This is an optimization exercise on Yosys and OpenROAD, whose aim is small area, not a production implementation. Only simulation tests tie the RTL to the original design; equivalence was not proved. Power is estimated from default activity; no workload was simulated.

==> design.v <==
package macro_stream_out_pkg;
   localparam int OUT_W = 40;
   localparam int CW = 16;
   localparam int EW = 12 + CW;
endpackage
module macro_stream_out_sq (
   input  logic [12:0] a,
   input  logic [12:0] b,
   output logic [9:0] hi
);
   wire p1 = a[0] & a[1];
   wire p2 = a[0] & a[2];
   wire p3 = a[0] & a[3];
   wire p4 = a[0] & a[4];
   wire p5 = a[0] & a[5];
   wire p6 = a[0] & a[6];
   wire p7 = a[0] & a[7];
   wire p8 = a[0] & a[8];
   wire p9 = a[0] & a[9];
   wire p10 = a[0] & a[10];
   wire p11 = a[0] & a[11];
   wire p12 = a[1] & a[2];
   wire p13 = a[1] & a[3];
   wire p14 = a[1] & a[4];
   wire p15 = a[1] & a[5];
   wire p16 = a[1] & a[6];
   wire p17 = a[1] & a[7];
   wire p18 = a[1] & a[8];
   wire p19 = a[1] & a[9];
   wire p20 = a[1] & a[10];
   wire p21 = a[1] & a[11];
   wire p22 = a[2] & a[3];
   wire p23 = a[2] & a[4];
   wire p24 = a[2] & a[5];
   wire p25 = a[2] & a[6];
   wire p26 = a[2] & a[7];
   wire p27 = a[2] & a[8];
   wire p28 = a[2] & a[9];
   wire p29 = a[2] & a[10];
   wire p30 = a[2] & a[11];
   wire p31 = a[3] & a[4];
   wire p32 = a[3] & a[5];
   wire p33 = a[3] & a[6];
   wire p34 = a[3] & a[7];
   wire p35 = a[3] & a[8];
   wire p36 = a[3] & a[9];
   wire p37 = a[3] & a[10];
   wire p38 = a[3] & a[11];
   wire p39 = a[4] & a[5];
   wire p40 = a[4] & a[6];
   wire p41 = a[4] & a[7];
   wire p42 = a[4] & a[8];
   wire p43 = a[4] & a[9];
   wire p44 = a[4] & a[10];
   wire p45 = a[4] & a[11];
   wire p46 = a[5] & a[6];
   wire p47 = a[5] & a[7];
   wire p48 = a[5] & a[8];
   wire p49 = a[5] & a[9];
   wire p50 = a[5] & a[10];
   wire p51 = a[5] & a[11];
   wire p52 = a[6] & a[7];
   wire p53 = a[6] & a[8];
   wire p54 = a[6] & a[9];
   wire p55 = a[6] & a[10];
   wire p56 = a[6] & a[11];
   wire p57 = a[7] & a[8];
   wire p58 = a[7] & a[9];
   wire p59 = a[7] & a[10];
   wire p60 = a[7] & a[11];
   wire p61 = a[8] & a[9];
   wire p62 = a[8] & a[10];
   wire p63 = a[8] & a[11];
   wire p64 = a[9] & a[10];
   wire p65 = a[9] & a[11];
   wire p66 = a[10] & a[11];
   wire p67 = ~(a[12] & a[0]);
   wire p68 = ~(a[12] & a[1]);
   wire p69 = ~(a[12] & a[2]);
   wire p70 = ~(a[12] & a[3]);
   wire p71 = ~(a[12] & a[4]);
   wire p72 = ~(a[12] & a[5]);
   wire p73 = ~(a[12] & a[6]);
   wire p74 = ~(a[12] & a[7]);
   wire p75 = ~(a[12] & a[8]);
   wire p76 = ~(a[12] & a[9]);
   wire p77 = ~(a[12] & a[10]);
   wire p78 = ~(a[12] & a[11]);
   wire p79 = b[0] & b[1];
   wire p80 = b[0] & b[2];
   wire p81 = b[0] & b[3];
   wire p82 = b[0] & b[4];
   wire p83 = b[0] & b[5];
   wire p84 = b[0] & b[6];
   wire p85 = b[0] & b[7];
   wire p86 = b[0] & b[8];
   wire p87 = b[0] & b[9];
   wire p88 = b[0] & b[10];
   wire p89 = b[0] & b[11];
   wire p90 = b[1] & b[2];
   wire p91 = b[1] & b[3];
   wire p92 = b[1] & b[4];
   wire p93 = b[1] & b[5];
   wire p94 = b[1] & b[6];
   wire p95 = b[1] & b[7];
   wire p96 = b[1] & b[8];
   wire p97 = b[1] & b[9];
   wire p98 = b[1] & b[10];
   wire p99 = b[1] & b[11];
   wire p100 = b[2] & b[3];
   wire p101 = b[2] & b[4];
   wire p102 = b[2] & b[5];
   wire p103 = b[2] & b[6];
   wire p104 = b[2] & b[7];
   wire p105 = b[2] & b[8];
   wire p106 = b[2] & b[9];
   wire p107 = b[2] & b[10];
   wire p108 = b[2] & b[11];
   wire p109 = b[3] & b[4];
   wire p110 = b[3] & b[5];
   wire p111 = b[3] & b[6];
   wire p112 = b[3] & b[7];
   wire p113 = b[3] & b[8];
   wire p114 = b[3] & b[9];
   wire p115 = b[3] & b[10];
   wire p116 = b[3] & b[11];
   wire p117 = b[4] & b[5];
   wire p118 = b[4] & b[6];
   wire p119 = b[4] & b[7];
   wire p120 = b[4] & b[8];
   wire p121 = b[4] & b[9];
   wire p122 = b[4] & b[10];
   wire p123 = b[4] & b[11];
   wire p124 = b[5] & b[6];
   wire p125 = b[5] & b[7];
   wire p126 = b[5] & b[8];
   wire p127 = b[5] & b[9];
   wire p128 = b[5] & b[10];
   wire p129 = b[5] & b[11];
   wire p130 = b[6] & b[7];
   wire p131 = b[6] & b[8];
   wire p132 = b[6] & b[9];
   wire p133 = b[6] & b[10];
   wire p134 = b[6] & b[11];
   wire p135 = b[7] & b[8];
   wire p136 = b[7] & b[9];
   wire p137 = b[7] & b[10];
   wire p138 = b[7] & b[11];
   wire p139 = b[8] & b[9];
   wire p140 = b[8] & b[10];
   wire p141 = b[8] & b[11];
   wire p142 = b[9] & b[10];
   wire p143 = b[9] & b[11];
   wire p144 = b[10] & b[11];
   wire p145 = ~(b[12] & b[0]);
   wire p146 = ~(b[12] & b[1]);
   wire p147 = ~(b[12] & b[2]);
   wire p148 = ~(b[12] & b[3]);
   wire p149 = ~(b[12] & b[4]);
   wire p150 = ~(b[12] & b[5]);
   wire p151 = ~(b[12] & b[6]);
   wire p152 = ~(b[12] & b[7]);
   wire p153 = ~(b[12] & b[8]);
   wire p154 = ~(b[12] & b[9]);
   wire p155 = ~(b[12] & b[10]);
   wire p156 = ~(b[12] & b[11]);
   wire s157 = a[1] ^ b[1] ^ p1;
   wire c158 = (a[1] & b[1]) | (a[1] & p1) | (b[1] & p1);
   wire s159 = p2 ^ p80 ^ c158;
   wire c160 = (p2 & p80) | (p2 & c158) | (p80 & c158);
   wire s161 = a[2] ^ b[2] ^ p12;
   wire c162 = (a[2] & b[2]) | (a[2] & p12) | (b[2] & p12);
   wire s163 = p3 ^ p81 ^ p90;
   wire c164 = (p3 & p81) | (p3 & p90) | (p81 & p90);
   wire s165 = s161 ^ s163 ^ c160;
   wire c166 = (s161 & s163) | (s161 & c160) | (s163 & c160);
   wire s167 = p13 ^ p4 ^ p82;
   wire c168 = (p13 & p4) | (p13 & p82) | (p4 & p82);
   wire s169 = p91 ^ c162 ^ c164;
   wire c170 = (p91 & c162) | (p91 & c164) | (c162 & c164);
   wire s171 = s167 ^ s169 ^ c166;
   wire c172 = (s167 & s169) | (s167 & c166) | (s169 & c166);
   wire s173 = a[3] ^ b[3] ^ p100;
   wire c174 = (a[3] & b[3]) | (a[3] & p100) | (b[3] & p100);
   wire s175 = p14 ^ p22 ^ p5;
   wire c176 = (p14 & p22) | (p14 & p5) | (p22 & p5);
   wire s177 = p83 ^ p92 ^ c168;
   wire c178 = (p83 & p92) | (p83 & c168) | (p92 & c168);
   wire s179 = s173 ^ s175 ^ c170;
   wire c180 = (s173 & s175) | (s173 & c170) | (s175 & c170);
   wire s181 = s177 ^ s179 ^ c172;
   wire c182 = (s177 & s179) | (s177 & c172) | (s179 & c172);
   wire s183 = p101 ^ p15 ^ p23;
   wire c184 = (p101 & p15) | (p101 & p23) | (p15 & p23);
   wire s185 = p6 ^ p84 ^ p93;
   wire c186 = (p6 & p84) | (p6 & p93) | (p84 & p93);
   wire s187 = c174 ^ c176 ^ s183;
   wire c188 = (c174 & c176) | (c174 & s183) | (c176 & s183);
   wire s189 = s185 ^ c178 ^ s187;
   wire c190 = (s185 & c178) | (s185 & s187) | (c178 & s187);
   wire s191 = c180 ^ s189 ^ c182;
   wire c192 = (c180 & s189) | (c180 & c182) | (s189 & c182);
   wire s193 = a[4] ^ b[4] ^ p102;
   wire c194 = (a[4] & b[4]) | (a[4] & p102) | (b[4] & p102);
   wire s195 = p109 ^ p16 ^ p24;
   wire c196 = (p109 & p16) | (p109 & p24) | (p16 & p24);
   wire s197 = p31 ^ p7 ^ p85;
   wire c198 = (p31 & p7) | (p31 & p85) | (p7 & p85);
   wire s199 = p94 ^ c184 ^ c186;
   wire c200 = (p94 & c184) | (p94 & c186) | (c184 & c186);
   wire s201 = s193 ^ s195 ^ s197;
   wire c202 = (s193 & s195) | (s193 & s197) | (s195 & s197);
   wire s203 = c188 ^ s199 ^ s201;
   wire c204 = (c188 & s199) | (c188 & s201) | (s199 & s201);
   wire s205 = c190 ^ s203 ^ c192;
   wire c206 = (c190 & s203) | (c190 & c192) | (s203 & c192);
   wire s207 = p103 ^ p110 ^ p17;
   wire c208 = (p103 & p110) | (p103 & p17) | (p110 & p17);
   wire s209 = p25 ^ p32 ^ p8;
   wire c210 = (p25 & p32) | (p25 & p8) | (p32 & p8);
   wire s211 = p86 ^ p95 ^ c194;
   wire c212 = (p86 & p95) | (p86 & c194) | (p95 & c194);
   wire s213 = c196 ^ c198 ^ s207;
   wire c214 = (c196 & c198) | (c196 & s207) | (c198 & s207);
   wire s215 = s209 ^ c200 ^ c202;
   wire c216 = (s209 & c200) | (s209 & c202) | (c200 & c202);
   wire s217 = s211 ^ s213 ^ c204;
   wire c218 = (s211 & s213) | (s211 & c204) | (s213 & c204);
   wire s219 = s215 ^ s217 ^ c206;
   wire c220 = (s215 & s217) | (s215 & c206) | (s217 & c206);
   wire s221 = a[5] ^ b[5] ^ p104;
   wire c222 = (a[5] & b[5]) | (a[5] & p104) | (b[5] & p104);
   wire s223 = p111 ^ p117 ^ p18;
   wire c224 = (p111 & p117) | (p111 & p18) | (p117 & p18);
   wire s225 = p26 ^ p33 ^ p39;
   wire c226 = (p26 & p33) | (p26 & p39) | (p33 & p39);
   wire s227 = p87 ^ p9 ^ p96;
   wire c228 = (p87 & p9) | (p87 & p96) | (p9 & p96);
   wire s229 = c208 ^ c210 ^ s221;
   wire c230 = (c208 & c210) | (c208 & s221) | (c210 & s221);
   wire s231 = s223 ^ s225 ^ s227;
   wire c232 = (s223 & s225) | (s223 & s227) | (s225 & s227);
   wire s233 = c212 ^ c214 ^ s229;
   wire c234 = (c212 & c214) | (c212 & s229) | (c214 & s229);
   wire s235 = s231 ^ c216 ^ s233;
   wire c236 = (s231 & c216) | (s231 & s233) | (c216 & s233);
   wire s237 = c218 ^ s235 ^ c220;
   wire c238 = (c218 & s235) | (c218 & c220) | (s235 & c220);
   wire s239 = p10 ^ p105 ^ p112;
   wire c240 = (p10 & p105) | (p10 & p112) | (p105 & p112);
   wire s241 = p118 ^ p19 ^ p27;
   wire c242 = (p118 & p19) | (p118 & p27) | (p19 & p27);
   wire s243 = p34 ^ p40 ^ p88;
   wire c244 = (p34 & p40) | (p34 & p88) | (p40 & p88);
   wire s245 = p97 ^ c222 ^ c224;
   wire c246 = (p97 & c222) | (p97 & c224) | (c222 & c224);
   wire s247 = c226 ^ c228 ^ s239;
   wire c248 = (c226 & c228) | (c226 & s239) | (c228 & s239);
   wire s249 = s241 ^ s243 ^ c230;
   wire c250 = (s241 & s243) | (s241 & c230) | (s243 & c230);
   wire s251 = c232 ^ s245 ^ s247;
   wire c252 = (c232 & s245) | (c232 & s247) | (s245 & s247);
   wire s253 = c234 ^ s249 ^ s251;
   wire c254 = (c234 & s249) | (c234 & s251) | (s249 & s251);
   wire s255 = c236 ^ s253 ^ c238;
   wire c256 = (c236 & s253) | (c236 & c238) | (s253 & c238);
   wire s257 = a[6] ^ b[6] ^ p106;
   wire c258 = (a[6] & b[6]) | (a[6] & p106) | (b[6] & p106);
   wire s259 = p11 ^ p113 ^ p119;
   wire c260 = (p11 & p113) | (p11 & p119) | (p113 & p119);
   wire s261 = p124 ^ p20 ^ p28;
   wire c262 = (p124 & p20) | (p124 & p28) | (p20 & p28);
   wire s263 = p35 ^ p41 ^ p46;
   wire c264 = (p35 & p41) | (p35 & p46) | (p41 & p46);
   wire s265 = p89 ^ p98 ^ c240;
   wire c266 = (p89 & p98) | (p89 & c240) | (p98 & c240);
   wire s267 = c242 ^ c244 ^ s257;
   wire c268 = (c242 & c244) | (c242 & s257) | (c244 & s257);
   wire s269 = s259 ^ s261 ^ s263;
   wire c270 = (s259 & s261) | (s259 & s263) | (s261 & s263);
   wire s271 = c246 ^ c248 ^ s265;
   wire c272 = (c246 & c248) | (c246 & s265) | (c248 & s265);
   wire s273 = s267 ^ s269 ^ c250;
   wire c274 = (s267 & s269) | (s267 & c250) | (s269 & c250);
   wire s275 = c252 ^ s271 ^ s273;
   wire c276 = (c252 & s271) | (c252 & s273) | (s271 & s273);
   wire s277 = c254 ^ s275 ^ c256;
   wire c278 = (c254 & s275) | (c254 & c256) | (s275 & c256);
   wire s279 = p107 ^ p114 ^ p120;
   wire c280 = (p107 & p114) | (p107 & p120) | (p114 & p120);
   wire s281 = p125 ^ p145 ^ p21;
   wire c282 = (p125 & p145) | (p125 & p21) | (p145 & p21);
   wire s283 = p29 ^ p36 ^ p42;
   wire c284 = (p29 & p36) | (p29 & p42) | (p36 & p42);
   wire s285 = p47 ^ p67 ^ p99;
   wire c286 = (p47 & p67) | (p47 & p99) | (p67 & p99);
   wire s287 = c258 ^ c260 ^ c262;
   wire c288 = (c258 & c260) | (c258 & c262) | (c260 & c262);
   wire s289 = c264 ^ s279 ^ s281;
   wire c290 = (c264 & s279) | (c264 & s281) | (s279 & s281);
   wire s291 = s283 ^ s285 ^ c266;
   wire c292 = (s283 & s285) | (s283 & c266) | (s285 & c266);
   wire s293 = c268 ^ c270 ^ s287;
   wire c294 = (c268 & c270) | (c268 & s287) | (c270 & s287);
   wire s295 = s289 ^ c272 ^ s291;
   wire c296 = (s289 & c272) | (s289 & s291) | (c272 & s291);
   wire s297 = s293 ^ c274 ^ s295;
   wire c298 = (s293 & c274) | (s293 & s295) | (c274 & s295);
   wire s299 = c276 ^ s297 ^ c278;
   wire c300 = (c276 & s297) | (c276 & c278) | (s297 & c278);
   wire s301 = ~(a[7] ^ b[7]);
   wire c302 = a[7] | b[7];
   wire s303 = p108 ^ p115 ^ p121;
   wire c304 = (p108 & p115) | (p108 & p121) | (p115 & p121);
   wire s305 = p126 ^ p130 ^ p146;
   wire c306 = (p126 & p130) | (p126 & p146) | (p130 & p146);
   wire s307 = p30 ^ p37 ^ p43;
   wire c308 = (p30 & p37) | (p30 & p43) | (p37 & p43);
   wire s309 = p48 ^ p52 ^ p68;
   wire c310 = (p48 & p52) | (p48 & p68) | (p52 & p68);
   wire s311 = s301 ^ c280 ^ c282;
   wire c312 = (s301 & c280) | (s301 & c282) | (c280 & c282);
   wire s313 = c284 ^ c286 ^ s303;
   wire c314 = (c284 & c286) | (c284 & s303) | (c286 & s303);
   wire s315 = s305 ^ s307 ^ s309;
   wire c316 = (s305 & s307) | (s305 & s309) | (s307 & s309);
   wire s317 = c288 ^ c290 ^ s311;
   wire c318 = (c288 & c290) | (c288 & s311) | (c290 & s311);
   wire s319 = s313 ^ s315 ^ c292;
   wire c320 = (s313 & s315) | (s313 & c292) | (s315 & c292);
   wire s321 = c294 ^ s317 ^ c296;
   wire c322 = (c294 & s317) | (c294 & c296) | (s317 & c296);
   wire s323 = s319 ^ c298 ^ s321;
   wire c324 = (s319 & c298) | (s319 & s321) | (c298 & s321);
   wire s325 = p116 ^ p122 ^ p127;
   wire c326 = (p116 & p122) | (p116 & p127) | (p122 & p127);
   wire s327 = p131 ^ p147 ^ p38;
   wire c328 = (p131 & p147) | (p131 & p38) | (p147 & p38);
   wire s329 = p44 ^ p49 ^ p53;
   wire c330 = (p44 & p49) | (p44 & p53) | (p49 & p53);
   wire s331 = p69 ^ c302 ^ c304;
   wire c332 = (p69 & c302) | (p69 & c304) | (c302 & c304);
   wire s333 = c306 ^ c308 ^ c310;
   wire c334 = (c306 & c308) | (c306 & c310) | (c308 & c310);
   wire s335 = s325 ^ s327 ^ s329;
   wire c336 = (s325 & s327) | (s325 & s329) | (s327 & s329);
   wire s337 = c312 ^ c314 ^ c316;
   wire c338 = (c312 & c314) | (c312 & c316) | (c314 & c316);
   wire s339 = s331 ^ s333 ^ s335;
   wire c340 = (s331 & s333) | (s331 & s335) | (s333 & s335);
   wire s341 = c318 ^ s337 ^ s339;
   wire c342 = (c318 & s337) | (c318 & s339) | (s337 & s339);
   wire s343 = c320 ^ s341 ^ c322;
   wire c344 = (c320 & s341) | (c320 & c322) | (s341 & c322);
   wire s345 = a[8] ^ b[8] ^ p123;
   wire c346 = (a[8] & b[8]) | (a[8] & p123) | (b[8] & p123);
   wire s347 = p128 ^ p132 ^ p135;
   wire c348 = (p128 & p132) | (p128 & p135) | (p132 & p135);
   wire s349 = p148 ^ p45 ^ p50;
   wire c350 = (p148 & p45) | (p148 & p50) | (p45 & p50);
   wire s351 = p54 ^ p57 ^ p70;
   wire c352 = (p54 & p57) | (p54 & p70) | (p57 & p70);
   wire s353 = c326 ^ c328 ^ c330;
   wire c354 = (c326 & c328) | (c326 & c330) | (c328 & c330);
   wire s355 = s345 ^ s347 ^ s349;
   wire c356 = (s345 & s347) | (s345 & s349) | (s347 & s349);
   wire s357 = s351 ^ c332 ^ c334;
   wire c358 = (s351 & c332) | (s351 & c334) | (c332 & c334);
   wire s359 = c336 ^ s353 ^ s355;
   wire c360 = (c336 & s353) | (c336 & s355) | (s353 & s355);
   wire s361 = c338 ^ s357 ^ c340;
   wire c362 = (c338 & s357) | (c338 & c340) | (s357 & c340);
   wire s363 = s359 ^ c342 ^ s361;
   wire c364 = (s359 & c342) | (s359 & s361) | (c342 & s361);
   wire s365 = p129 ^ p133 ^ p136;
   wire c366 = (p129 & p133) | (p129 & p136) | (p133 & p136);
   wire s367 = p149 ^ p51 ^ p55;
   wire c368 = (p149 & p51) | (p149 & p55) | (p51 & p55);
   wire s369 = p58 ^ p71 ^ c346;
   wire c370 = (p58 & p71) | (p58 & c346) | (p71 & c346);
   wire s371 = c348 ^ c350 ^ c352;
   wire c372 = (c348 & c350) | (c348 & c352) | (c350 & c352);
   wire s373 = s365 ^ s367 ^ c354;
   wire c374 = (s365 & s367) | (s365 & c354) | (s367 & c354);
   wire s375 = c356 ^ s369 ^ s371;
   wire c376 = (c356 & s369) | (c356 & s371) | (s369 & s371);
   wire s377 = c358 ^ s373 ^ c360;
   wire c378 = (c358 & s373) | (c358 & c360) | (s373 & c360);
   wire s379 = s375 ^ c362 ^ s377;
   wire c380 = (s375 & c362) | (s375 & s377) | (c362 & s377);
   wire s381 = a[9] ^ b[9] ^ p134;
   wire c382 = (a[9] & b[9]) | (a[9] & p134) | (b[9] & p134);
   wire s383 = p137 ^ p139 ^ p150;
   wire c384 = (p137 & p139) | (p137 & p150) | (p139 & p150);
   wire s385 = p56 ^ p59 ^ p61;
   wire c386 = (p56 & p59) | (p56 & p61) | (p59 & p61);
   wire s387 = p72 ^ c366 ^ c368;
   wire c388 = (p72 & c366) | (p72 & c368) | (c366 & c368);
   wire s389 = s381 ^ s383 ^ s385;
   wire c390 = (s381 & s383) | (s381 & s385) | (s383 & s385);
   wire s391 = c370 ^ c372 ^ s387;
   wire c392 = (c370 & c372) | (c370 & s387) | (c372 & s387);
   wire s393 = s389 ^ c374 ^ c376;
   wire c394 = (s389 & c374) | (s389 & c376) | (c374 & c376);
   wire s395 = s391 ^ c378 ^ s393;
   wire c396 = (s391 & c378) | (s391 & s393) | (c378 & s393);
   wire s397 = p138 ^ p140 ^ p151;
   wire c398 = (p138 & p140) | (p138 & p151) | (p140 & p151);
   wire s399 = p60 ^ p62 ^ p73;
   wire c400 = (p60 & p62) | (p60 & p73) | (p62 & p73);
   wire s401 = c382 ^ c384 ^ c386;
   wire c402 = (c382 & c384) | (c382 & c386) | (c384 & c386);
   wire s403 = s397 ^ s399 ^ c388;
   wire c404 = (s397 & s399) | (s397 & c388) | (s399 & c388);
   wire s405 = c390 ^ s401 ^ c392;
   wire c406 = (c390 & s401) | (c390 & c392) | (s401 & c392);
   wire s407 = s403 ^ c394 ^ s405;
   wire c408 = (s403 & c394) | (s403 & s405) | (c394 & s405);
   wire s409 = a[10] ^ b[10] ^ p141;
   wire c410 = (a[10] & b[10]) | (a[10] & p141) | (b[10] & p141);
   wire s411 = p142 ^ p152 ^ p63;
   wire c412 = (p142 & p152) | (p142 & p63) | (p152 & p63);
   wire s413 = p64 ^ p74 ^ c398;
   wire c414 = (p64 & p74) | (p64 & c398) | (p74 & c398);
   wire s415 = c400 ^ s409 ^ s411;
   wire c416 = (c400 & s409) | (c400 & s411) | (s409 & s411);
   wire s417 = c402 ^ s413 ^ s415;
   wire c418 = (c402 & s413) | (c402 & s415) | (s413 & s415);
   wire s419 = c404 ^ s417 ^ c406;
   wire c420 = (c404 & s417) | (c404 & c406) | (s417 & c406);
   wire s421 = p143 ^ p153 ^ p65;
   wire c422 = (p143 & p153) | (p143 & p65) | (p153 & p65);
   wire s423 = p75 ^ c410 ^ c412;
   wire c424 = (p75 & c410) | (p75 & c412) | (c410 & c412);
   wire s425 = s421 ^ c414 ^ c416;
   wire c426 = (s421 & c414) | (s421 & c416) | (c414 & c416);
   wire s427 = s423 ^ c418 ^ s425;
   wire c428 = (s423 & c418) | (s423 & s425) | (c418 & s425);
   wire s429 = a[11] ^ b[11] ^ p144;
   wire c430 = (a[11] & b[11]) | (a[11] & p144) | (b[11] & p144);
   wire s431 = p154 ^ p66 ^ p76;
   wire c432 = (p154 & p66) | (p154 & p76) | (p66 & p76);
   wire s433 = c422 ^ s429 ^ s431;
   wire c434 = (c422 & s429) | (c422 & s431) | (s429 & s431);
   wire s435 = c424 ^ s433 ^ c426;
   wire c436 = (c424 & s433) | (c424 & c426) | (s433 & c426);
   wire s437 = p155 ^ p77 ^ c430;
   wire c438 = (p155 & p77) | (p155 & c430) | (p77 & c430);
   wire s439 = c432 ^ c434 ^ s437;
   wire c440 = (c432 & c434) | (c432 & s437) | (c434 & s437);
   wire s441 = a[12] ^ b[12] ^ p156;
   wire c442 = (a[12] & b[12]) | (a[12] & p156) | (b[12] & p156);
   wire s443 = p78 ^ s441 ^ c438;
   wire c444 = (p78 & s441) | (p78 & c438) | (s441 & c438);
   wire k445 = a[0] & b[0];
   wire k446 = p79 & s157;
   wire k447 = s159 & k446;
   wire k448 = s165 & k447;
   wire k449 = s171 & k448;
   wire k450 = s181 & k449;
   wire k451 = s191 & k450;
   wire k452 = s205 & k451;
   wire k453 = s219 & k452;
   wire k454 = s237 & k453;
   wire k455 = s255 & k454;
   wire k456 = s277 & k455;
   wire k457 = s299 & k456;
   wire k458 = (s323 & c300) | (s323 & k457) | (c300 & k457);
   wire k459 = (c324 & s343) | (c324 & k458) | (s343 & k458);
   wire [9:0] ra = {c442, c440, s439, c428, s427, c408, c396, c380, c364, s363};
   wire [9:0] rb = {c444, s443, c436, s435, c420, s419, s407, s395, s379, c344};
   assign hi = ra + rb + 10'(k459);
endmodule
module macro_stream_out_fifo #(
   parameter int WIDTH = 29
) (
   input  logic             clk,
   input  logic             rst,
   input  logic             push,
   input  logic [WIDTH-1:0] wdata,
   input  logic             pop,
   output logic [WIDTH-1:0] rdata,
   output logic             full,
   output logic             empty
);
   logic [7:0]             head_q;
   logic [7:0][WIDTH-1:0]  mem_q;
   logic                   wr_en, rd_en;
   always_comb begin
      empty = ~(|head_q);
      full  = head_q[7];
      rd_en = pop & ~empty;
      wr_en = push & (~full | rd_en);
      rdata = '0;
      for (int i = 0; i < 8; i++) rdata = rdata | ({WIDTH{head_q[i]}} & mem_q[i]);
   end
   always_ff @(posedge clk) begin
      if (rst)                 head_q <= '0;
      else if (wr_en & ~rd_en) head_q <= {head_q[6:0], empty};
      else if (rd_en & ~wr_en) head_q <= {1'b0, head_q[7:1]};
   end
   always_ff @(posedge clk) if (wr_en) mem_q <= {mem_q[6:0], wdata};
endmodule
module macro_stream_out (
   input  logic        clk,
   input  logic        rst,
   input  logic        en,
   input  logic        in_valid,
   input  logic        barrier,
   input  logic [15:0] u_x,
   input  logic [15:0] u_y,
   input  logic [15:0] rho,
   output logic        out_valid,
   input  logic        out_ready,
   output logic [39:0] out_data,
   output logic        frame_done,
   output logic [15:0] frame_count,
   output logic        overflow
);
   localparam int CW = macro_stream_out_pkg::CW;
   localparam int EW = macro_stream_out_pkg::EW;
   logic [9:0]    sq;
   logic          big_x, big_y;
   logic          sat, spec, rneg, m_o, b2_o, spec_o;
   logic [7:0]    inten;
   logic [CW-1:0] c0, c1_q, c2_q, c3_q;
   logic          v1_q, v2_q, v3_q;
   logic [5:0]    x_q, y_q;
   logic          last, fifo_full, fifo_empty, pop;
   logic          frame_done_q, overflow_q;
   logic [15:0]   frame_count_q;
   logic [EW-1:0] rdata;
   macro_stream_out_sq u_sq (.a(u_x[12:0]), .b(u_y[12:0]), .hi(sq));
   always_comb begin
      big_x = ~((&u_x[15:12]) | ~(|u_x[15:12]));
      big_y = ~((&u_y[15:12]) | ~(|u_y[15:12]));
      sat   = big_x | big_y | (|sq[9:8]);
      spec  = barrier | sat;
      inten = barrier ? 8'h00 : (sat ? 8'hFF : sq[7:0]);
      rneg  = rho[15];
      c0[15]    = rneg | spec;
      c0[14]    = inten[7];
      c0[13:7]  = (spec & ~rneg) ? rho[14:8] : inten[6:0];
      c0[6]     = rneg | (~spec & rho[14]);
      c0[5]     = rneg ? spec : rho[13];
      c0[4:0]   = rho[12:8];
   end
   always_ff @(posedge clk) begin
      c1_q <= c0;
      c2_q <= c1_q;
      c3_q <= c2_q;
   end
   assign last = (x_q == 6'd49) && (y_q == 6'd49);
   assign pop  = out_ready & ~fifo_empty;
   always_ff @(posedge clk) begin
      if (rst) begin
         v1_q          <= 1'b0;
         v2_q          <= 1'b0;
         v3_q          <= 1'b0;
         x_q           <= '0;
         y_q           <= '0;
         frame_done_q  <= 1'b0;
         frame_count_q <= '0;
         overflow_q    <= 1'b0;
      end else begin
         v1_q          <= en & in_valid;
         v2_q          <= v1_q;
         v3_q          <= v2_q;
         if (v3_q) begin
            if (x_q == 6'd49) begin
               x_q <= '0;
               y_q <= (y_q == 6'd49) ? '0 : y_q + 6'd1;
            end else begin
               x_q <= x_q + 6'd1;
            end
         end
         frame_done_q  <= v3_q & last;
         frame_count_q <= frame_count_q + 16'(v3_q & last);
         overflow_q    <= overflow_q | (v3_q & fifo_full & ~pop);
      end
   end
   macro_stream_out_fifo #(.WIDTH(EW)) u_fifo (
      .clk   (clk),
      .rst   (rst),
      .push  (v3_q),
      .wdata ({x_q, y_q, c3_q}),
      .pop   (out_ready),
      .rdata (rdata),
      .full  (fifo_full),
      .empty (fifo_empty)
   );
   assign out_valid   = ~fifo_empty;
   always_comb begin
      m_o    = rdata[15];
      b2_o   = m_o & ~rdata[6];
      spec_o = m_o & (~rdata[6] | rdata[5]);
      out_data = {2'b00, rdata[27:22], 2'b00, rdata[21:16],
                  5'b00000, m_o & rdata[6], spec_o & rdata[14], spec_o & ~rdata[14],
                  b2_o ? {8{rdata[14]}} : rdata[14:7],
                  1'b0, m_o ? (rdata[6] ? 7'd0 : rdata[13:7]) : rdata[6:0]};
   end
   assign frame_done  = frame_done_q;
   assign frame_count = frame_count_q;
   assign overflow    = overflow_q;
endmodule
==> flow/run.sh <==
#!/bin/bash
# Layout flow: the standard synthesis, then a netlist pass that re-chooses full-adder
# polarity to drop inverters (flow/polarity.py), then the standard layout from the
# floorplan on, with the ports buffered by the smallest buffer.
set -euo pipefail
W=$PWD
R=$W/orfs/results/$FLOW_PLATFORM/macro_stream_out/base
bash standard.sh synth > $W/synth.log 2>&1
cp $R/1_2_yosys.v $W/1_2_yosys.standard.v
python3 $W/flow/polarity.py $W/1_2_yosys.standard.v $R/1_2_yosys.v > $W/polarity.log 2>&1
rm -f $R/1_synth.odb $R/1_synth.sdc
bash standard.sh "BUFFER_PORTS_ARGS=-buffer_cell sky130_fd_sc_hd__buf_1" finish > $W/layout.log 2>&1
==> flow/polarity.py <==
#!/usr/bin/env python3
"""Re-chooses the polarity of the full adders in a synthesized sky130hd netlist to drop inverters.

A full adder is self-dual: FA(~a, ~b, ~c) = (~sum, ~carry). Yosys's extract_fa often builds
adders on complemented signals and leaves an inverter on many adder-to-adder connections. This
script removes every inverter, picks for each full adder whether it computes on true or on
complemented signals (local search that lowers the number of signals needed in both
polarities), and puts back one inverter for each signal that some pin needs complemented.
Usage: polarity.py IN.v OUT.v"""
import re
import sys
import random

src = open(sys.argv[1]).read()
CELL_RE = re.compile(r'^(\s*)(sky130_fd_sc_hd__\w+)\s+(\S+)\s*\((.*?)\);\n', re.S | re.M)
PIN_RE = re.compile(r'\.(\w+)\(((?:\\\S+\s)|[^)]*?)\s*\)')
OUT_PINS = {'X', 'Y', 'Q', 'Q_N', 'COUT', 'SUM', 'HI', 'LO'}

cells = []   # dict(type, name, pins: list[(pin, net)], span)
for m in CELL_RE.finditer(src):
    pins = [(p, n.strip()) for p, n in PIN_RE.findall(m.group(4))]
    cells.append({'type': m.group(2), 'name': m.group(3), 'pins': pins, 'span': m.span(), 'indent': m.group(1)})

PORTS = set()
for m in re.finditer(r'^\s*(?:input|output|inout)\s+(?:\[[^\]]*\]\s*)?(\S+?)\s*;', src, re.M):
    PORTS.add(m.group(1))


def net_base(n):
    return re.sub(r'\s*\[\d+\]$', '', n.strip())


def is_inv(c):
    if re.fullmatch(r'sky130_fd_sc_hd__(inv|clkinv)_\d+', c['type']) is None:
        return False
    # an inverter that drives a port stays as it is
    return net_base(dict(c['pins'])['Y']) not in PORTS

# plain buffers that synthesis left (ABC fanout buffers) are taken out: placement buffers again
# where the layout needs it
def is_buf(c):
    if re.fullmatch(r'sky130_fd_sc_hd__(buf|clkbuf)_\d+', c['type']) is None:
        return False
    return net_base(dict(c['pins'])['X']) not in PORTS


buf_of = {}
for c in cells:
    if is_buf(c):
        d = dict(c['pins'])
        buf_of[d['X']] = d['A']


def unbuf(n):
    k = 0
    while n in buf_of and k < 100:
        n = buf_of[n]
        k += 1
    return n


for c in cells:
    if not is_buf(c):
        c['pins'] = [(p, n if p in OUT_PINS else unbuf(n)) for p, n in c['pins']]
cells_all = cells
removed_bufs = [c for c in cells if is_buf(c)]
cells = [c for c in cells if not is_buf(c)]

# 8-way AND-OR read trees: nand4 of four single-use a22oi become nand3 of a222oi, a222oi, a22oi
loads = {}
drv_cell = {}
for c in cells:
    for p, n in c['pins']:
        if p in OUT_PINS:
            drv_cell[n] = c
        else:
            loads[n] = loads.get(n, 0) + 1
n_tree = 0
for c in cells:
    if c['type'] != 'sky130_fd_sc_hd__nand4_1' or c.get('deleted'):
        continue
    d = dict(c['pins'])
    gs = [drv_cell.get(d[k]) for k in ('A', 'B', 'C', 'D')]
    if any(g is None or g['type'] != 'sky130_fd_sc_hd__a22oi_1' or g.get('deleted') for g in gs):
        continue
    if any(loads.get(d[k], 0) != 1 or net_base(d[k]) in PORTS for k in ('A', 'B', 'C', 'D')):
        continue
    if len(set(id(g) for g in gs)) != 4:
        continue
    g1, g2, g3, g4 = [dict(g['pins']) for g in gs]
    gs[0]['type'] = gs[1]['type'] = 'sky130_fd_sc_hd__a222oi_1'
    gs[0]['pins'] = [('A1', g1['A1']), ('A2', g1['A2']), ('B1', g1['B1']), ('B2', g1['B2']),
                     ('C1', g4['A1']), ('C2', g4['A2']), ('Y', g1['Y'])]
    gs[1]['pins'] = [('A1', g2['A1']), ('A2', g2['A2']), ('B1', g2['B1']), ('B2', g2['B2']),
                     ('C1', g4['B1']), ('C2', g4['B2']), ('Y', g2['Y'])]
    gs[3]['deleted'] = True
    c['type'] = 'sky130_fd_sc_hd__nand3_1'
    c['pins'] = [('A', g1['Y']), ('B', g2['Y']), ('C', g3['Y']), ('Y', d['Y'])]
    n_tree += 1
cells = [c for c in cells if not c.get('deleted')]


def is_fa(c):
    return re.fullmatch(r'sky130_fd_sc_hd__fa_\d+', c['type']) is not None

inv_of = {}   # output net -> input net
for c in cells:
    if is_inv(c):
        d = dict(c['pins'])
        inv_of[d['Y']] = d['A']

def root(net):
    p = 0
    seen = 0
    while net in inv_of and seen < 100:
        net = inv_of[net]
        p ^= 1
        seen += 1
    return net, p

# nets read by assign statements (outputs, renames) keep their true polarity
assign_reads = set()
for m in re.finditer(r'^\s*assign\s+(.*?)\s*=\s*(.*?);', src, re.M):
    for n in re.findall(r'(\\\S+\s|[A-Za-z_][\w$.]*(?:\[\d+\])?)', m.group(2)):
        assign_reads.add(n.strip())

# cells with a complemented twin: flipping one swaps its type and complements its output
TWIN = {'and2_1': 'nand2_1', 'nand2_1': 'and2_1', 'or2_1': 'nor2_1', 'nor2_1': 'or2_1',
        'xor2_1': 'xnor2_1', 'xnor2_1': 'xor2_1', 'and3_1': 'nand3_1', 'nand3_1': 'and3_1',
        'or3_1': 'nor3_1', 'nor3_1': 'or3_1'}
AREA = {'and2_1': 6.256, 'nand2_1': 3.7536, 'or2_1': 6.256, 'nor2_1': 3.7536, 'xor2_1': 8.7584,
        'xnor2_1': 8.7584, 'and3_1': 6.256, 'nand3_1': 5.0048, 'or3_1': 6.256, 'nor3_1': 5.0048}
INV_AREA = 3.7536
fa_idx = {}
driver_fa = {}   # net -> flippable cell index (full adder SUM/COUT, or twin cell output)
fas = []
flip_cost = []
for c in cells:
    short = c['type'].replace('sky130_fd_sc_hd__', '')
    drives_port = any(p in OUT_PINS and net_base(n) in PORTS for p, n in c['pins'])
    if (is_fa(c) or short in TWIN) and not drives_port:
        fa_idx[c['name']] = len(fas)
        fas.append(c)
        flip_cost.append(0.0 if is_fa(c) else AREA[TWIN[short]] - AREA[short])
        for p, n in c['pins']:
            if p in ('SUM', 'COUT', 'X', 'Y'):
                driver_fa[n] = len(fas) - 1

# consumers: (fa index or None, root net, polarity)
cons = []
for c in cells:
    if is_inv(c):
        continue
    f = fa_idx.get(c['name']) if is_fa(c) else None
    for p, n in c['pins']:
        if p in OUT_PINS or n == '':
            continue
        r, pol = root(n)
        cons.append((f, r, pol))
for n in assign_reads:
    r, pol = root(n)
    if pol or n in inv_of:
        cons.append((None, r, pol))
# inverters driving nothing but other removed inverters are dropped; an inverter output read by an
# assign is covered above

by_root = {}
for i, (f, r, pol) in enumerate(cons):
    by_root.setdefault(r, []).append(i)
fa_roots = [set() for _ in fas]
for i, (f, r, pol) in enumerate(cons):
    if f is not None:
        fa_roots[f].add(r)
for r in by_root:
    if r in driver_fa:
        fa_roots[driver_fa[r]].add(r)

phi = [0] * len(fas)

def need_inv(r):
    phys = phi[driver_fa[r]] if r in driver_fa else 0
    for i in by_root[r]:
        f, _, pol = cons[i]
        want = pol ^ (phi[f] if f is not None else 0)
        if want != phys:
            return 1
    return 0

def cost():
    return sum(need_inv(r) for r in by_root)

def local(f):
    return sum(need_inv(r) for r in fa_roots[f])

def total():
    return INV_AREA * sum(need_inv(r) for r in by_root) + sum(flip_cost[f] for f in range(len(fas)) if phi[f])


def local(f):
    return INV_AREA * sum(need_inv(r) for r in fa_roots[f]) + (flip_cost[f] if phi[f] else 0)


import math
rng = random.Random(1)
start = total()
cur = start
best, best_phi = cur, phi[:]
T = 4.0
steps = 200000
for it in range(steps):
    f = rng.randrange(len(fas))
    before = local(f)
    phi[f] ^= 1
    d = local(f) - before
    if d <= 0 or rng.random() < math.exp(-d / T):
        cur += d
        if cur < best - 1e-9:
            best, best_phi = cur, phi[:]
    else:
        phi[f] ^= 1
    T = max(0.05, 4.0 * (1 - it / steps))
phi = best_phi


# rewrite; the outputs of flipped cells carry the complement and get new names
ren = {}
for r, f in driver_fa.items():
    if phi[f]:
        ren[r] = r + '_pn'
inv_net = {}
new_cells = []
k = 0
for r in sorted(by_root):
    if need_inv(r):
        k += 1
        inv_net[r] = f'polinv_n{k}'
        phys = ren.get(r, r)
        new_cells.append(f'  sky130_fd_sc_hd__inv_1 polinv_{k} (\n    .A({phys}{" " if phys.startswith(chr(92)) else ""}),\n    .Y(polinv_n{k})\n  );\n')

def conn(f, n):
    r, pol = root(n)
    phys = phi[driver_fa[r]] if r in driver_fa else 0
    want = pol ^ (phi[f] if f is not None else 0)
    return ren.get(r, r) if want == phys else inv_net[r]

def fmt(n):
    return n + ' ' if n.startswith('\\') else n

out = []
pos = 0
first = None
for c in cells_all:
    a, b = c['span']
    out.append(src[pos:a])
    pos = b
    if first is None:
        first = len(out)
    if is_inv(c) or is_buf(c) or c.get('deleted'):
        continue
    f = fa_idx.get(c['name'])
    ctype = c['type']
    if f is not None and not is_fa(c):
        if phi[f]:
            ctype = 'sky130_fd_sc_hd__' + TWIN[ctype.replace('sky130_fd_sc_hd__', '')]
        f = None
    pins = []
    for p, n in c['pins']:
        if p in OUT_PINS or n == '':
            if ctype != c['type'] and p in ('X', 'Y'):
                p = 'Y' if p == 'X' else 'X'
            pins.append((p, ren.get(n, n)))
        else:
            pins.append((p, conn(f, n)))
    body = ',\n'.join(f'{c["indent"]}  .{p}({fmt(n)})' for p, n in pins)
    out.append(f'{c["indent"]}{ctype} {c["name"]} (\n{body}\n{c["indent"]});\n')
out.append(src[pos:])
text = ''.join(out)
# assigns that read an inverter output or a flipped adder output
NAME_RE = re.compile(r'(\\\S+\s|[A-Za-z_][\w$.]*(?:\[\d+\])?)')


def fix_assign(m):
    rhs = m.group(2)

    def rep(mm):
        n = mm.group(0).strip()
        if n in inv_of or n in driver_fa:
            return fmt(conn(None, n))
        return mm.group(0)
    head = m.group(0)[:m.start(2) - m.start(0)]
    return head + NAME_RE.sub(rep, rhs) + ';'


text = re.sub(r'^\s*assign\s+(.*?)\s*=\s*(.*?);', fix_assign, text, flags=re.M)
decl = ''.join(f'  wire polinv_n{i};\n' for i in range(1, k + 1))
decl += ''.join(f'  wire {fmt(n)};\n' for n in ren.values())
cells_text = ''.join(new_cells)
i = text.find('\n  sky130_fd_sc_hd__')
text = text[:i + 1] + decl + cells_text + text[i + 1:]
open(sys.argv[2], 'w').write(text)
n_inv = sum(1 for c in cells if is_inv(c))
print(f'buffers removed: {len(removed_bufs)}, read trees rebuilt: {n_tree}')
print(f'flippable cells: {len(fas)}, flipped: {sum(phi)}, inverters before: {n_inv}, after: {k}, '
      f'area change {best - INV_AREA * n_inv:.1f} um2 (search start {start:.1f})')
==> standard.sh <==
#!/bin/bash
# synth_recipe.tcl (not shown) runs the flow's synth.tcl, then flattens the netlist and writes it again
# the make line also repeats each setting of config.mk as NAME=value (left out here)
make -C /OpenROAD-flow-scripts/flow DESIGN_CONFIG=/design/flow/config.mk WORK_HOME=/design/flow/orfs CLKGATE_MAP_FILE= SYNTH_SCRIPT=/design/flow/synth_recipe.tcl "${@:-finish}"
==> config.mk <==
export PLATFORM = sky130hd
export DESIGN_NAME = macro_stream_out
export DESIGN_NICKNAME = macro_stream_out
export VERILOG_FILES = /design/flow/design.v
export SDC_FILE = /design/flow/constraint.sdc
export NUM_CORES = 4
export LEC_CHECK = 0
export CAP_MARGIN = 5
export CORE_MARGIN = 2
export CORE_UTILIZATION = 40
export CTS_BUF_LIST = sky130_fd_sc_hd__clkbuf_8
export CTS_CLUSTER_DIAMETER = 50
export CTS_CLUSTER_SIZE = 16
export SLEW_MARGIN = 5
==> constraint.sdc <==
create_clock -name core_clock -period 10.0 [get_ports {clk}]
set_input_delay 2.0000 -clock core_clock [delete_from_list [all_inputs] [get_ports {clk}]]
set_output_delay 2.0000 -clock core_clock [all_outputs]
set_load 0.01 [all_outputs]
==> results of run 1 <==
-- through the flow --
step	worst slack [ns]	cells	area, µm²	hold WS, ns	TNS, ns
3_5_place_dp	-0.05631	1645	16210	0.3121	-0.08547
5_1_grt	0.1386	1697	16790	0.3395	0
3_3_place_gp	0.04013	1645	16210	0.3105	0
6_report	0.5107	1697	16790	0.3305	0
4_1_cts	0.5686	1697	16790	0.3331	0
2_1_floorplan	0.2243	1049	14990	0.3096	0
-- report_power, final --
group          switching, mW  total (mW)  internal [mW]
clock network          0.432       0.757          0.325
logic                  0.654        1.24          0.585
registers            0.00660        1.40           1.39
total                   1.09        3.40           2.30
-- state kept, by name, summed over array words and instances (netlist names) --
signal         cells
c3_q              16
v1_q               1
c2_q              16
x_q                6
u_fifo.head_q      8
overflow_q         1
c1_q              16
frame_done_q       1
u_fifo.mem_q     224
v2_q               1
frame_count_q     16
y_q                6
v3_q               1
-- worst reg2reg max path: stages, from the launching register on --
cell and delay, ns:
dfxtp_1 0.43, ha_1 0.18, nand4b_1 0.11, nor3b_2 0.50
nand3_1 0.24, inv_1 0.10, ha_1 0.19, ha_1 0.28
and3_1 0.20, and3_1 0.18, nand4_1 0.13, xor2_1 0.16
nor2_1 0.05
-- cell type report --
type,count,area share [%]
Clock buffer,29,2.377
Clock inverter,23,1.110
Inverter,40,0.8941
Multi-Input combinational cell,686,37.33
Sequential cell,313,50.66
Tap cell,468,3.487
Timing Repair Buffer,138,4.142
-- metal layers --
layer	track usage (%)	wire length (µm)	vias up
met5	0	11	-
met4	3.871	607	2
met3	2.988	2354	57
met2	26.38	14920	349
met1	23.21	14330	4631
li1	-	-	4154
-- how the worst min path moves through the flow --
stage                   from        to  slack, ns
floorplan            c1_q[0]   c2_q[0]       0.31
global placement     c1_q[3]   c2_q[3]       0.31
detailed placement   c2_q[8]   c3_q[8]       0.31
CTS                 c2_q[15]  c3_q[15]       0.33
global route         c2_q[1]   c3_q[1]       0.34
finish              c2_q[15]  c3_q[15]       0.33
==> impl_metrics.csv, run 1 <==
group,metric,value,unit
global_routing,grt_pass1_vias,9345,
clock_tree,cts_setup_buffers,0,
yosys,synth_area_per_cell,14.38,µm²
floorplanning,start_util,40.76,%
global_routing,grt_pass1_wl,50790,µm
critical_path,crit_path_max_incr_delay,0.47,ns
sta,setup-violations-final,0,
critical_path,worstPathRequired,10.47,ns
route,num_vias,9193,
layout,antenna_cells,0,
critical_path,path_buf_inv,2,
route,vias_per_cell,5.417,
critical_path,arrival,9.96,ns
clock_tree,cts_tree,"built",
clock_tree,clock_path_buffers,3,
layout,layout_commonest_cell,"edfxtp_1",
floorplanning,ioPinCount,113,
critical_path,path_depth,27,
clock_tree,cts.sinks,313,
layout,num-fill-cells,3255,
route,ant_nets,0,
critical_path,r2r_end,"frame_count_q[14]",
floorplanning,die_h,197.4,µm
route,post_drt_wl_per_cell,18.99,µm
floorplanning,rows,70,
yosys,synthCells,1040,
global_routing,grt_max_degree,226,
clock_tree,cts_resized,0,
layout,area_delta_synth_final,12.28,%
critical_path,crit_slowest_cell,"fa_1",
critical_path,crit_family,"adder cells",
sta,rsz0062_at_grt,"no",
critical_path,reg2reg_depth,12,
clock_tree,clock_latency,0.59,ns
clock_tree,cts_max_level,1,
critical_path,cp-start-kind,"input pin",
critical_path,cp_max_fo,10,
global_routing,antenna_found_initial,1,
sta,finClkSkew,0.02221,ns
critical_path,critPathKind,"in2reg",
critical_path,cp-startpoint,"u_y[2]",
critical_path,worst-r2r-setup-slack,7.14,ns
critical_path,cp-endpoint,"c1_q[6]",
sta,max_slew.worst_pin.slew,1.201,ns
power_and_ir_drop,ir_drop,133.1,µV
layout,drive_gt1_share,8.381,%
worst_hold_path,holdPathStages,0,
place,place_congestion,0.8385,
run,drv_cap,0,
sta,drv_slew,0,
layout,multi_input_area,6269,µm²
place,portBuffers,94,
sta,slew_headroom,19.92,%
yosys,syn_area,14960,µm²
floorplanning,coreArea,36700,µm²
power_and_ir_drop,p_leak,5.808,nW
power_and_ir_drop,power.density_cell_area,202.2,nW/µm²
outcome,status,"complete, no violations",
layout,layout.cells.most_common_list,"edfxtp_1, fa_1, nand2_1",
route,firstDrtPassIters,8,
worst_hold_path,hold_class,"reg2reg",
clock_tree,clk_pin_slew,0.09,ns
critical_path,endpoint_kind,"flip-flop",
sta,min_period_over_period,94.89,%
layout,finalNetCount,1422,
place,dpl.hpwl,21630,µm
route,drcViolationCount,0,
yosys,ys_warn_count,2,
global_routing,grt-ovfl-total,0,
power_and_ir_drop,finalPower,3.396,mW
global_routing,track_usage,16.40,%
floorplanning,dieArea,38950,µm²
critical_path,timing.rr.start,"x_q[0]",
clock_tree,cts_buffers,28,
route,drtIter0Drc,810,
floorplanning,fp.dieW,197.4,µm
clock_tree,ctsHoldBuffers,0,
clock_tree,root_buffer,"clkbuf_8",
sta,finalHoldViolCount,0,
critical_path,crit_top_cell,"fa_1",
sta,layout_min_cycle_time,9.489,ns
route,wl,32220,µm
sta,fmax,105.4,MHz
layout,seq_area,8508,µm²
layout,utilization,45.76,%
==> run 2, diff against run 1 <==
--- a/config.mk
+++ b/config.mk
@@ -9,6 +9,6 @@
 export CORE_MARGIN = 2
 export CORE_UTILIZATION = 40
-export CTS_BUF_LIST = sky130_fd_sc_hd__clkbuf_8
-export CTS_CLUSTER_DIAMETER = 50
-export CTS_CLUSTER_SIZE = 16
+export CTS_CLUSTER_DIAMETER = 90
+export CTS_CLUSTER_SIZE = 33
+export PLACE_DENSITY = 0.9
 export SLEW_MARGIN = 5
==> run 2 against run 1 <==
Against the previous run: via count increased by 1.9%; sequential power is essentially flat; critical path depth up 2; final cell count decreased by 2.4%; die area unchanged; worst setup slack lost 0.053 ns; clock power down 18%; flip-flop and latch count unchanged; clock-buffer cell count decreased by 11; fmax shrank 0.56%; non-clock buffer count shrank 10.
==> impl_metrics.csv, run 2 <==
group,metric,value,unit
outcome,status,"complete, no violations",
critical_path,cp_max_fo,12,
power_and_ir_drop,finalPower,3.251,mW
global_routing,antenna_found_initial,2,
critical_path,path_depth,29,
floorplanning,rows,70,
global_routing,grt-ovfl-total,0,
floorplanning,fp.dieW,197.4,µm
critical_path,cp-start-kind,"input pin",
yosys,synthCells,1040,
clock_tree,ctsHoldBuffers,0,
critical_path,crit_family,"adder cells",
yosys,syn_area,14960,µm²
route,wl,31940,µm
floorplanning,ioPinCount,113,
sta,min_period_over_period,95.43,%
place,portBuffers,94,
layout,layout_commonest_cell,"edfxtp_1",
clock_tree,clock_path_buffers,3,
route,num_vias,9365,
layout,layout.cells.most_common_list,"edfxtp_1, fa_1, nand2_1",
clock_tree,cts_buffers,13,
route,vias_per_cell,5.652,
global_routing,grt_pass1_wl,50050,µm
critical_path,critPathKind,"in2reg",
clock_tree,cts_tree,"built",
place,placed_area,16130,µm²
critical_path,crit_slowest_cell,"fa_1",
power_and_ir_drop,power.density_cell_area,196.8,nW/µm²
sta,rsz0062_at_grt,"no",
global_routing,track_usage,16.12,%
critical_path,crit_path_max_incr_delay,0.43,ns
floorplanning,coreArea,36700,µm²
layout,final_cell_area,16520,µm²
sta,layout_min_cycle_time,9.543,ns
yosys,synth_area_per_cell,14.38,µm²
sta,slew_headroom,24.27,%
critical_path,timing.rr.start,"x_q[0]",
route,drcViolationCount,0,
layout,area_delta_synth_final,10.43,%
sta,finClkSkew,0.01940,ns
run,drv_cap,0,
route,ant_nets,0,
layout,drive_gt1_share,5.887,%
layout,largest-register,"u_fifo.mem_q",
floorplanning,start_util,40.76,%
floorplanning,die_h,197.4,µm
critical_path,crit_top_cell,"fa_1",
route,post_drt_wl_per_cell,19.28,µm
critical_path,worstPathRequired,10.43,ns
worst_hold_path,worstHoldStart,"c1_q[11]",
power_and_ir_drop,ir_drop,140.6,µV
place,place_ws,-0.07312,ns
sta,fin_ws,0.4574,ns
sta,tns,0,ns
global_routing,grt_max_degree,225,
layout,num-fill-cells,3153,
critical_path,endpoint_kind,"flip-flop",
clock_tree,cts_max_level,1,
clock_tree,root_buffer,"clkbuf_16",
clock_tree,cts.sinks,313,
place,place_congestion,0.9102,
layout,largest_reg_flops,224,
worst_hold_path,holdPathStages,0,
yosys,ys_warn_count,2,
power_and_ir_drop,p_leak,5.613,nW
sta,drv_slew,0,
sta,fmax,104.8,MHz
critical_path,cp-startpoint,"u_y[2]",
critical_path,reg2reg_depth,12,
sta,max_slew.worst_pin.slew,1.136,ns
worst_hold_path,hold_class,"reg2reg",
place,dpl.hpwl,22020,µm
clock_tree,clock_latency,0.50,ns
sta,setup-violations-final,0,
global_routing,grt_pass1_vias,9465,
layout,antenna_cells,0,
route,firstDrtPassIters,7,
clock_tree,clk_pin_slew,0.11,ns
critical_path,path_buf_inv,4,
floorplanning,dieArea,38950,µm²
route,drtIter0Drc,1148,
critical_path,arrival,9.97,ns
layout,finalNetCount,1397,
sta,finalHoldViolCount,0,
## run 2: changes by cell type in the layout (fill, tap and decap cells not counted), sizes merged
cell,previous run,this run
bufinv,2,0
clkbuf,29,19
inv,54,42
buf,138,127
clkinv,6,1
## run 2: worst reg2reg max path, delay by kind of cell (launching register included)
family                     cells  cell delay [ns]
adders and majority gates      3             0.62
xor gates and xnor gates       1             0.14
and+or+nand+nor                7             1.43
DFF                            1             0.44
buffers and inverters          1             0.18
## run 2: metal layers
metal	up-vias	share of wire, %	track usage [%]	routed length (µm)
met3	56	10	2.903	3233
met5	-	0.085	0	27
met4	4	2.2	4.929	718
met2	553	49	27.40	15630
li1	4088	-	-	-
met1	4664	39	21.11	12330
## run 2: area by class of cell
| cell class | count | area [µm²] | share of cell area, % |
|---|---|---|---|
| Clock buffer | 18 | 344.1 | 2.083 |
| Sequential cell | 313 | 8508 | 51.51 |
| Multi-Input combinational cell | 686 | 6274 | 37.98 |
| Inverter | 40 | 150.1 | 0.9090 |
| Tap cell | 468 | 585.6 | 3.545 |
| Timing Repair Buffer | 128 | 621.8 | 3.765 |
| Clock inverter | 4 | 33.78 | 0.2045 |
## run 2: metrics by stage
step / hold WS [ns] / util (%) / std cells
6_report: 0.3334 / 45.01 / 1657
5_1_grt: 0.3452 / 45.01 / 1657
4_1_cts: 0.3349 / 44.99 / 1657
3_5_place_dp: 0.3121 / 43.96 / 1635
3_3_place_gp: 0.3110 / 43.96 / 1635
2_1_floorplan: 0.3096 / - / 1049
## run 2: path summary, 6_finish.rpt
check | endpoint | slack [ns]
worst max-delay path | c1_q[12] | 0.46
worst min-delay path | c2_q[11] | 0.33
worst max register to register | frame_count_q[14] | 7.08
worst min register to register | c2_q[11] | 0.33
## run 2: what timing repair did
action / 4_1_cts / 5_1_grt
hold endpoints to repair: 0 / 0
buffers inserted: 0 / 0
endpoints found under the setup margin: 0 / 3
gates resized for setup: 0 / 2
## run 2: power by group
part	total (mW)	internal (mW)	switching [mW]
registers	1.40	1.39	0.00585
clock network	0.617	0.252	0.365
logic	1.23	0.573	0.661
total	3.25	2.22	1.03
==> run 3, diff against run 2 <==
--- a/design.v
+++ b/design.v
@@ -1,5 +1,5 @@
 package macro_stream_out_pkg;
    localparam int OUT_W = 40;
-   localparam int CW = 16;
+   localparam int CW = 17;
    localparam int EW = 12 + CW;
 endpackage
@@ -522,5 +522,5 @@
    logic [9:0]    sq;
    logic          big_x, big_y;
-   logic          sat, spec, rneg, m_o, b2_o, spec_o;
+   logic          sat, spec;
    logic [7:0]    inten;
    logic [CW-1:0] c0, c1_q, c2_q, c3_q;
@@ -538,11 +538,5 @@
       spec  = barrier | sat;
       inten = barrier ? 8'h00 : (sat ? 8'hFF : sq[7:0]);
-      rneg  = rho[15];
-      c0[15]    = rneg | spec;
-      c0[14]    = inten[7];
-      c0[13:7]  = (spec & ~rneg) ? rho[14:8] : inten[6:0];
-      c0[6]     = rneg | (~spec & rho[14]);
-      c0[5]     = rneg ? spec : rho[13];
-      c0[4:0]   = rho[12:8];
+      c0    = {spec, inten, rho[15], rho[15] ? 7'd0 : rho[14:8]};
    end
    always_ff @(posedge clk) begin
@@ -591,13 +585,7 @@
    );
    assign out_valid   = ~fifo_empty;
-   always_comb begin
-      m_o    = rdata[15];
-      b2_o   = m_o & ~rdata[6];
-      spec_o = m_o & (~rdata[6] | rdata[5]);
-      out_data = {2'b00, rdata[27:22], 2'b00, rdata[21:16],
-                  5'b00000, m_o & rdata[6], spec_o & rdata[14], spec_o & ~rdata[14],
-                  b2_o ? {8{rdata[14]}} : rdata[14:7],
-                  1'b0, m_o ? (rdata[6] ? 7'd0 : rdata[13:7]) : rdata[6:0]};
-   end
+   assign out_data    = {2'b00, rdata[28:23], 2'b00, rdata[22:17],
+                         5'b00000, rdata[7], rdata[16] & rdata[15], rdata[16] & ~rdata[15],
+                         rdata[15:8], 1'b0, rdata[6:0]};
    assign frame_done  = frame_done_q;
    assign frame_count = frame_count_q;
--- a/flow/polarity.py
+++ b/flow/polarity.py
@@ -36,68 +36,4 @@
     # an inverter that drives a port stays as it is
     return net_base(dict(c['pins'])['Y']) not in PORTS
-
-# plain buffers that synthesis left (ABC fanout buffers) are taken out: placement buffers again
-# where the layout needs it
-def is_buf(c):
-    if re.fullmatch(r'sky130_fd_sc_hd__(buf|clkbuf)_\d+', c['type']) is None:
-        return False
-    return net_base(dict(c['pins'])['X']) not in PORTS
-
-
-buf_of = {}
-for c in cells:
-    if is_buf(c):
-        d = dict(c['pins'])
-        buf_of[d['X']] = d['A']
-
-
-def unbuf(n):
-    k = 0
-    while n in buf_of and k < 100:
-        n = buf_of[n]
-        k += 1
-    return n
-
-
-for c in cells:
-    if not is_buf(c):
-        c['pins'] = [(p, n if p in OUT_PINS else unbuf(n)) for p, n in c['pins']]
-cells_all = cells
-removed_bufs = [c for c in cells if is_buf(c)]
-cells = [c for c in cells if not is_buf(c)]
-
-# 8-way AND-OR read trees: nand4 of four single-use a22oi become nand3 of a222oi, a222oi, a22oi
-loads = {}
-drv_cell = {}
-for c in cells:
-    for p, n in c['pins']:
-        if p in OUT_PINS:
-            drv_cell[n] = c
-        else:
-            loads[n] = loads.get(n, 0) + 1
-n_tree = 0
-for c in cells:
-    if c['type'] != 'sky130_fd_sc_hd__nand4_1' or c.get('deleted'):
-        continue
-    d = dict(c['pins'])
-    gs = [drv_cell.get(d[k]) for k in ('A', 'B', 'C', 'D')]
-    if any(g is None or g['type'] != 'sky130_fd_sc_hd__a22oi_1' or g.get('deleted') for g in gs):
-        continue
-    if any(loads.get(d[k], 0) != 1 or net_base(d[k]) in PORTS for k in ('A', 'B', 'C', 'D')):
-        continue
-    if len(set(id(g) for g in gs)) != 4:
-        continue
-    g1, g2, g3, g4 = [dict(g['pins']) for g in gs]
-    gs[0]['type'] = gs[1]['type'] = 'sky130_fd_sc_hd__a222oi_1'
-    gs[0]['pins'] = [('A1', g1['A1']), ('A2', g1['A2']), ('B1', g1['B1']), ('B2', g1['B2']),
-                     ('C1', g4['A1']), ('C2', g4['A2']), ('Y', g1['Y'])]
-    gs[1]['pins'] = [('A1', g2['A1']), ('A2', g2['A2']), ('B1', g2['B1']), ('B2', g2['B2']),
-                     ('C1', g4['B1']), ('C2', g4['B2']), ('Y', g2['Y'])]
-    gs[3]['deleted'] = True
-    c['type'] = 'sky130_fd_sc_hd__nand3_1'
-    c['pins'] = [('A', g1['Y']), ('B', g2['Y']), ('C', g3['Y']), ('Y', d['Y'])]
-    n_tree += 1
-cells = [c for c in cells if not c.get('deleted')]
-
 
 def is_fa(c):
@@ -250,5 +186,5 @@
 pos = 0
 first = None
-for c in cells_all:
+for c in cells:
     a, b = c['span']
     out.append(src[pos:a])
@@ -256,5 +192,5 @@
     if first is None:
         first = len(out)
-    if is_inv(c) or is_buf(c) or c.get('deleted'):
+    if is_inv(c):
         continue
     f = fa_idx.get(c['name'])
@@ -300,5 +236,4 @@
 open(sys.argv[2], 'w').write(text)
 n_inv = sum(1 for c in cells if is_inv(c))
-print(f'buffers removed: {len(removed_bufs)}, read trees rebuilt: {n_tree}')
 print(f'flippable cells: {len(fas)}, flipped: {sum(phi)}, inverters before: {n_inv}, after: {k}, '
       f'area change {best - INV_AREA * n_inv:.1f} um2 (search start {start:.1f})')
--- a/config.mk
+++ b/config.mk
@@ -6,9 +6,8 @@
 export NUM_CORES = 4
 export LEC_CHECK = 0
-export CAP_MARGIN = 5
+export CAP_MARGIN = 20
 export CORE_MARGIN = 2
 export CORE_UTILIZATION = 40
-export CTS_CLUSTER_DIAMETER = 90
-export CTS_CLUSTER_SIZE = 33
-export PLACE_DENSITY = 0.9
-export SLEW_MARGIN = 5
+export CTS_CLUSTER_DIAMETER = 80
+export CTS_CLUSTER_SIZE = 30
+export SLEW_MARGIN = 20
==> run 3 against run 2 <==
Against the previous run: area after synthesis grew 2.9%; sequential power grew 4%; worst setup slack gained 0.13 ns; first-iteration DRC count shrank 39%; synthesized cell count grew 8.2%; sequential share of layout area grew 0.70 points; non-clock buffer count grew 5; cell area grew 2.1%; clock power grew 15%; largest power group unchanged; highest routed layer is now met4.
==> impl_metrics.csv, run 3 <==
group,metric,value,unit
layout,multi_input_area,6120,µm²
layout,num-fill-cells,3391,
global_routing,grt_pass1_wl,50180,µm
layout,instances_no_fill,1728,
layout,area_delta_synth_final,9.591,%
clock_tree,cts_max_level,1,
route,drcViolationCount,0,
sta,rsz0062_at_grt,"no",
clock_tree,cts.sinks,324,
place,dpl.hpwl,20420,µm
power_and_ir_drop,p_int,2.258,mW
sta,max_slew.worst_pin.slew,1.003,ns
global_routing,grt-ovfl-total,0,
place,portBuffers,94,
global_routing,grt_max_degree,80,
route,wl,30690,µm
floorplanning,coreArea,37760,µm²
route,firstDrtPassIters,5,
clock_tree,clk_pin_slew,0.11,ns
global_routing,track_usage,15.33,%
global_routing,grt_pass1_vias,9135,
sta,slew_headroom,32.93,%
clock_tree,cts_resized,0,
critical_path,worstPathRequired,10.38,ns
clock_tree,clock_path_buffers,3,
layout,layout.cells.most_common_list,"edfxtp_1, nand2_1, fa_1",
critical_path,cp-start-kind,"input pin",
layout,antenna_cells,0,
power_and_ir_drop,p_leak,5.705,nW
clock_tree,cts_tree,"built",
sta,setup-violations-final,0,
sta,tns,0,ns
critical_path,crit_family,"adder cells",
critical_path,crit_slowest_cell,"fa_1",
critical_path,critPathKind,"in2reg",
place,place_congestion,0.8404,
critical_path,cp_max_fo,9,
floorplanning,ioPinCount,113,
clock_tree,clock_latency,0.50,ns
yosys,synth_area_per_cell,13.68,µm²
power_and_ir_drop,power.density_cell_area,196.3,nW/µm²
layout,utilization,44.69,%
power_and_ir_drop,pwr-share-comb,34.8,%
route,vias_per_cell,5.188,
yosys,synthCells,1125,
power_and_ir_drop,clkPwrFrac,21.5,%
critical_path,crit_top_cell,"fa_1",
route,drtIter0Drc,698,
place,dpl.cell_count,1702,
layout,seq_area,8808,µm²
clock_tree,ctsHoldBuffers,0,
route,post_drt_wl_per_cell,17.76,µm
floorplanning,start_util,40.78,%
clock_tree,root_buffer,"clkbuf_16",
yosys,ys_warn_count,2,
sta,drv_slew,0,
yosys,syn_area,15390,µm²
run,drv_cap,0,
power_and_ir_drop,swShare,31.79,%
outcome,status,"complete, no violations",
critical_path,path_buf_inv,3,
worst_hold_path,hold_class,"reg2reg",
sta,layout_min_cycle_time,9.409,ns
sta,fmax,106.3,MHz
floorplanning,fp.dieW,200.2,µm
power_and_ir_drop,pwr-share-seq,43.7,%
clock_tree,cts_setup_buffers,0,
power_and_ir_drop,p_sw,1.053,mW
floorplanning,rows,71,
global_routing,antenna_found_initial,0,
floorplanning,dieArea,40070,µm²
layout,drive_gt1_share,5.834,%
layout,largest-register,"u_fifo.mem_q",
layout,finalNetCount,1423,
route,num_vias,8964,
power_and_ir_drop,ir_drop,153.4,µV
sta,finalHoldViolCount,0,
clock_tree,cts_buffers,15,
sta,min_period_over_period,94.09,%
floorplanning,die_h,200.2,µm
sta,finClkSkew,0.02915,ns
critical_path,arrival,9.79,ns
layout,largest_reg_flops,232,
critical_path,crit_path_max_incr_delay,0.46,ns
route,ant_nets,0,
layout,layout_commonest_cell,"edfxtp_1",
critical_path,endpoint_kind,"flip-flop",
==> run 3: cell types whose count changed in the layout (fill, tap and decap cells not counted), sizes merged, moves of 11 or more <==
cell / before / now
a222oi: 48 / 0
a22oi: 41 / 117
and2: 34 / 22
nand2: 139 / 150
nand3: 30 / 8
nand4: 11 / 38
==> run 3: worst paths after layout <==
kind                         start          endpoint  slack (ns)  cells after the start
setup / recovery            u_y[1]          c1_q[11]        0.59                     29
hold / removal             c2_q[7]           c3_q[7]        0.33                      0
setup reg to reg  u_fifo.head_q[7]  u_fifo.mem_q[73]        6.58                      3
hold reg to reg            c2_q[7]           c3_q[7]        0.33                      0
==> run 3: through the flow <==
step / hold WS [ns] / setup WS [ns] / total power [mW] / instance area (µm²)
detailed placement: 0.3121 / 0.05855 / 2.656 / 16410
CTS: 0.3341 / 0.5717 / 3.372 / 16870
finish: 0.3335 / 0.5908 / 3.311 / 16870
global placement: 0.3102 / 0.1038 / 2.643 / 16410
global route: 0.3434 / 0.2935 / 3.575 / 16870
floorplan: 0.3096 / 0.1806 / 2.384 / 15430
==> run 3: area by class of cell <==
| type | count | share of cell area (%) |
|---|---|---|
| clock buffer | 21 | 2.358 |
| clock inverter | 5 | 0.4005 |
| inverter | 48 | 1.068 |
| multi-input combinational | 686 | 36.27 |
| sequential | 324 | 52.21 |
| tap | 511 | 3.790 |
| timing repair buffer | 133 | 3.901 |
==> run 3: worst reg2reg max path, cell delays in order, from the launching register on <==
cell	delay [ns]
dfxtp_1	0.56
a21boi_4	0.90
buf_4	0.88
buf_4	0.71
==> run 3: power groups by stage <==
| stage | clock network, mW | logic [mW] | registers, mW |
|---|---|---|---|
| after floorplan | 0 | 0.906 | 1.48 |
| after global placement | 0 | 1.17 | 1.48 |
| after detailed placement | 0 | 1.18 | 1.48 |
| after CTS | 0.739 | 1.19 | 1.45 |
| after global routing | 0.788 | 1.34 | 1.45 |
| final | 0.712 | 1.15 | 1.45 |
==> run 3: metal layers <==
metal | vias to the layer above | part of all wire (%) | track usage, %
met5 | - | 0 | 0
met4 | 0 | 1.1 | 2.479
met3 | 25 | 5.3 | 1.806
met2 | 225 | 49 | 25.48
met1 | 4609 | 45 | 22.08
li1 | 4105 | - | -

what the ideal ports hide:
The flow's constraints put no driver on any port. The routed layouts listed below were extracted and timed again, unchanged, in two steps. Step 1, drivers: a clkbuf_16 drives clk and a buf_2 each remaining input, both assumed. Step 2, shift: input delay + t, output delay - t, t = (earliest + latest rising clock arrival at the registers) / 2. This alone moves slack from input paths to output paths. Three values: no drivers, after step 1, after step 2; two values: the first two.
run	shift t [ns]	slack for setup (ns)	hold WS [ns]	latest minus earliest clock arrival (ns)
run 1	0.615	0.511 / 0.535 / -0.080	0.331 / 0.331 / 0.331	0.029 / 0.029
run 2	0.535	0.457 / 0.477 / -0.058	0.333 / 0.333 / 0.333	0.020 / 0.020
run 3	0.537	0.591 / 0.614 / 0.077	0.334 / 0.334 / 0.334	0.038 / 0.038
Met with ideal ports but missed after step 2: setup timing in run 1 and run 2. For run 1, which loses most, drivers alone change the setup slack by +0.024 ns; drivers and shift together by -0.591 ns.
